From an optimization exercise on the open Yosys and OpenROAD flow, aimed at small area; shortcuts taken in it are not production practice.
Function was checked by simulation only, so behaviour that the tests miss may differ from the original.
The flow treats the clock pin as an ideal source, which a real chip does not have.

nickel:
## reg_file_wb
module reg_file_wb (
    input  logic        clk,
    input  logic        rst,
    input  logic        RegWrite,
    input  logic [4:0]  A3,
    input  logic [31:0] WD3,
    input  logic [4:0]  A1,
    input  logic [4:0]  A2,
    output logic [31:0] RD1,
    output logic [31:0] RD2,
    input  logic        Reserve,
    input  logic [4:0]  ARes,
    output logic        Busy1,
    output logic        Busy2,
    output logic        Stall
);
Settings: LEC_CHECK=0, CAP_MARGIN=20, CORE_MARGIN=2, CORE_UTILIZATION=55, SETUP_SLACK_MARGIN=0.1, SLEW_MARGIN=20, SYNTH_HIERARCHICAL=1, SYNTH_MINIMUM_KEEP_SIZE=0, BUFFER_PORTS_ARGS=-buffer_cell sky130_fd_sc_hd__buf_2, CTS_ARGS=-sink_clustering_enable -repair_clock_nets -dont_use_dummy_load -buf_list {sky130_fd_sc_hd__clkbuf_8 sky130_fd_sc_hd__clkbuf_16} -sink_clustering_size 24 -sink_clustering_max_diameter 50, POST_CTS_TCL=/design/flow/flow/post_cts.tcl, PRE_GLOBAL_PLACE_TCL=/design/flow/flow/pre_place.tcl; clock period 6.5 ns.
standard.sh (not shown) runs the stock make flow with config.mk's settings and CLKGATE_MAP_FILE= SYNTH_SCRIPT=/design/flow/synth_recipe.tcl, a recipe that flattens the netlist after the stock synthesis.
==> flow/flow/run.sh <==
#!/bin/bash
# Own layout flow: the standard ORFS flow with three changes, all made
# through ORFS's own variables appended to config.mk:
#   * the port buffers are buf_2 instead of the default pick;
#   * clock tree synthesis without dummy loads, using larger sink clusters;
#   * every combinational gate set to its smallest size before placement;
#   * a power (size) recovery pass after clock tree synthesis, which
#     downsizes gates that have timing slack to spare.
# Each tool's full output is kept under orfs/logs (ORFS) and in flow_*.log here.
set -euo pipefail
here=$(pwd)
cat >> config.mk <<EOF
export BUFFER_PORTS_ARGS = -buffer_cell sky130_fd_sc_hd__buf_2
export CTS_ARGS = -sink_clustering_enable -repair_clock_nets -dont_use_dummy_load -buf_list {sky130_fd_sc_hd__clkbuf_8 sky130_fd_sc_hd__clkbuf_16} -sink_clustering_size 24 -sink_clustering_max_diameter 50
export POST_CTS_TCL = $here/flow/post_cts.tcl
export PRE_GLOBAL_PLACE_TCL = $here/flow/pre_place.tcl
EOF
bash standard.sh > flow_standard.log 2>&1
==> flow/flow/post_cts.tcl <==
# Downsize gates with spare slack, keeping the setup margin, then make sure
# the placement is still legal.
log_cmd repair_timing -recover_power 100 -setup_margin 0.4
detailed_placement
check_placement -verbose
==> flow/flow/pre_place.tcl <==
# Synthesis sizes gates without knowing their loads. Before placement, set
# every combinational gate to its smallest drive strength; the placement and
# timing repair that follow size up again only what the layout needs.
set n 0
foreach inst [get_cells *] {
  set ref [get_property $inst ref_name]
  if {![regexp {^sky130_fd_sc_hd__(.+)_([0-9]+)$} $ref -> base size]} { continue }
  if {[regexp {^(df|edf|sdf|dl|conb|tap|fill|decap|diode|clk)} $base]} { continue }
  set best ""
  set best_area [get_property [get_lib_cells */$ref] area]
  foreach s {0 1 2} {
    if {$s >= $size} { break }
    set cand [get_lib_cells -quiet */sky130_fd_sc_hd__${base}_$s]
    if {$cand eq ""} { continue }
    set a [get_property $cand area]
    if {$a < $best_area} { set best sky130_fd_sc_hd__${base}_$s; set best_area $a }
  }
  if {$best ne ""} {
    replace_cell $inst $best
    incr n
  }
}
puts "pre_place: downsized $n gates"
nickel has completed all stages; timing, DRC and antenna checks passed.
Relative to nickel, the following input files were edited for amber:
- an added PRE_RESIZE_TCL of /design/flow/flow/pre_resize.tcl
- a change of CTS_ARGS from -sink_clustering_enable -repair_clock_nets -dont_use_dummy_load -buf_list {sky130_fd_sc_hd__clkbuf_8 sky130_fd_sc_hd__clkbuf_16} -sink_clustering_size 24 -sink_clustering_max_diameter 50 to -sink_clustering_enable -repair_clock_nets -dont_use_dummy_load -buf_list {sky130_fd_sc_hd__clkbuf_8 sky130_fd_sc_hd__clkbuf_16} -sink_clustering_size 28 -sink_clustering_max_diameter 80
- an added GPL_TIMING_DRIVEN of 0
==> flow/flow/run.sh <==
#!/bin/bash
# Own layout flow: the standard ORFS flow with these changes, all made
# through ORFS's own variables appended to config.mk:
#   * the port buffers are buf_2 instead of the default pick;
#   * clock tree synthesis without dummy loads, using larger sink clusters;
#   * every combinational gate set to its smallest size before placement;
#   * gain-based buffering before the resize step (placement not timing-driven);
#   * a power (size) recovery pass after clock tree synthesis, which
#     downsizes gates that have timing slack to spare.
# Each tool's full output is kept under orfs/logs (ORFS) and in flow_*.log here.
set -euo pipefail
here=$(pwd)
cat >> config.mk <<EOF
export BUFFER_PORTS_ARGS = -buffer_cell sky130_fd_sc_hd__buf_2
export CTS_ARGS = -sink_clustering_enable -repair_clock_nets -dont_use_dummy_load -buf_list {sky130_fd_sc_hd__clkbuf_8 sky130_fd_sc_hd__clkbuf_16} -sink_clustering_size 28 -sink_clustering_max_diameter 80
export POST_CTS_TCL = $here/flow/post_cts.tcl
export PRE_GLOBAL_PLACE_TCL = $here/flow/pre_place.tcl
export PRE_RESIZE_TCL = $here/flow/pre_resize.tcl
EOF
bash standard.sh > flow_standard.log 2>&1
==> flow/flow/pre_resize.tcl (new file) <==
# Repair slew, capacitance and fanout with gain-based buffering before ORFS's
# own repair_design pass, which then finds little or nothing left to fix.
set_dont_use $::env(DONT_USE_CELLS)
estimate_parasitics -placement
log_cmd repair_design -buffer_gain 4.0 -cap_margin $::env(CAP_MARGIN) -slew_margin $::env(SLEW_MARGIN) -verbose
Results
What ended amber was a tool error in placement repair (3_4_place_resized); the run never finished.
Die outline width came out exactly the same in nickel and amber.
Reported for nickel and amber, top-level port count turned out identical to the last digit.
amber -> nickel: post-synthesis register bit count flat

* * *

Setup of run C:
reg_file_wb again, from the RTL that the note above started with.
export LEC_CHECK = 0
export CAP_MARGIN = 20
export CORE_MARGIN = 2
export CORE_UTILIZATION = 55
export CTS_BUF_LIST = sky130_fd_sc_hd__clkbuf_4 sky130_fd_sc_hd__clkbuf_8
export CTS_CLUSTER_DIAMETER = 50
export CTS_CLUSTER_SIZE = 20
export SETUP_SLACK_MARGIN = 0.1
export SLEW_MARGIN = 20
export SYNTH_HIERARCHICAL = 1
export SYNTH_MINIMUM_KEEP_SIZE = 0
create_clock -name core_clock -period 6.5 [get_ports {clk}]
run.sh (not shown) runs the stock make flow with config.mk's settings and CLKGATE_MAP_FILE= SYNTH_SCRIPT=/design/flow/synth_recipe.tcl, a recipe that flattens the netlist after the stock synthesis.
Stock flow here: none of the scripts above is used.
Inputs modified between run C and run E:
# run C
export LEC_CHECK = 0
export CAP_MARGIN = 20
export CORE_MARGIN = 2
export CORE_UTILIZATION = 55
export CTS_BUF_LIST = sky130_fd_sc_hd__clkbuf_4 sky130_fd_sc_hd__clkbuf_8
export CTS_CLUSTER_DIAMETER = 50
export CTS_CLUSTER_SIZE = 20
export SETUP_SLACK_MARGIN = 0.1
export SLEW_MARGIN = 20
export SYNTH_HIERARCHICAL = 1
export SYNTH_MINIMUM_KEEP_SIZE = 0
create_clock -name core_clock -period 6.5 [get_ports {clk}]
# run E
export LEC_CHECK = 0
export CAP_MARGIN = 20
export CORE_MARGIN = 2
export CORE_UTILIZATION = 30
export SETUP_SLACK_MARGIN = 0.4
export SLEW_MARGIN = 20
export SYNTH_HIERARCHICAL = 1
export SYNTH_MINIMUM_KEEP_SIZE = 0
create_clock -name core_clock -period 6.5 [get_ports {clk}]
[summary]
Run E completed end to end with timing, DRC and antenna clean. For the via density per instance, run E came in 18% lower than run C did. Multi-input gate count essentially unchanged between run E and run C. Highest achievable clock rate in run E is 3.3% higher than in run C. Looking at end-of-flow core utilization, run E sits 28 points below run C.

-- re-timing with driven ports --
Ports are ideal in the flow. The routed layouts listed here were re-timed in OpenROAD.
Step 1 assumes that a clkbuf_16 drives the clock port and a buf_2 every other input.
Step 2 adds t to the input delays and takes it off the output delays; t is the mean of the earliest and latest rising clock arrival at the registers after step 1. Input paths then give back, and output paths get back, about the clock's delay inside the block.
a / b / c = ideal / step 1 / step 2; a / b = the first two.
run | shift t [ns] | slack for setup (ns) | slew at the worst register clock pin (ns)
nickel | 0.720 | 0.164 / 0.144 / 0.144 | 0.08 / 0.08
run C | 0.824 | 0.052 / 0.029 / 0.029 | 0.11 / 0.11
run E | 0.780 | 0.257 / 0.235 / 0.235 | 0.07 / 0.07
After both steps every run listed still meets setup and hold. The setup slack of run C, which loses most, moves by -0.023 ns with the drivers and by -0.023 ns with both steps.
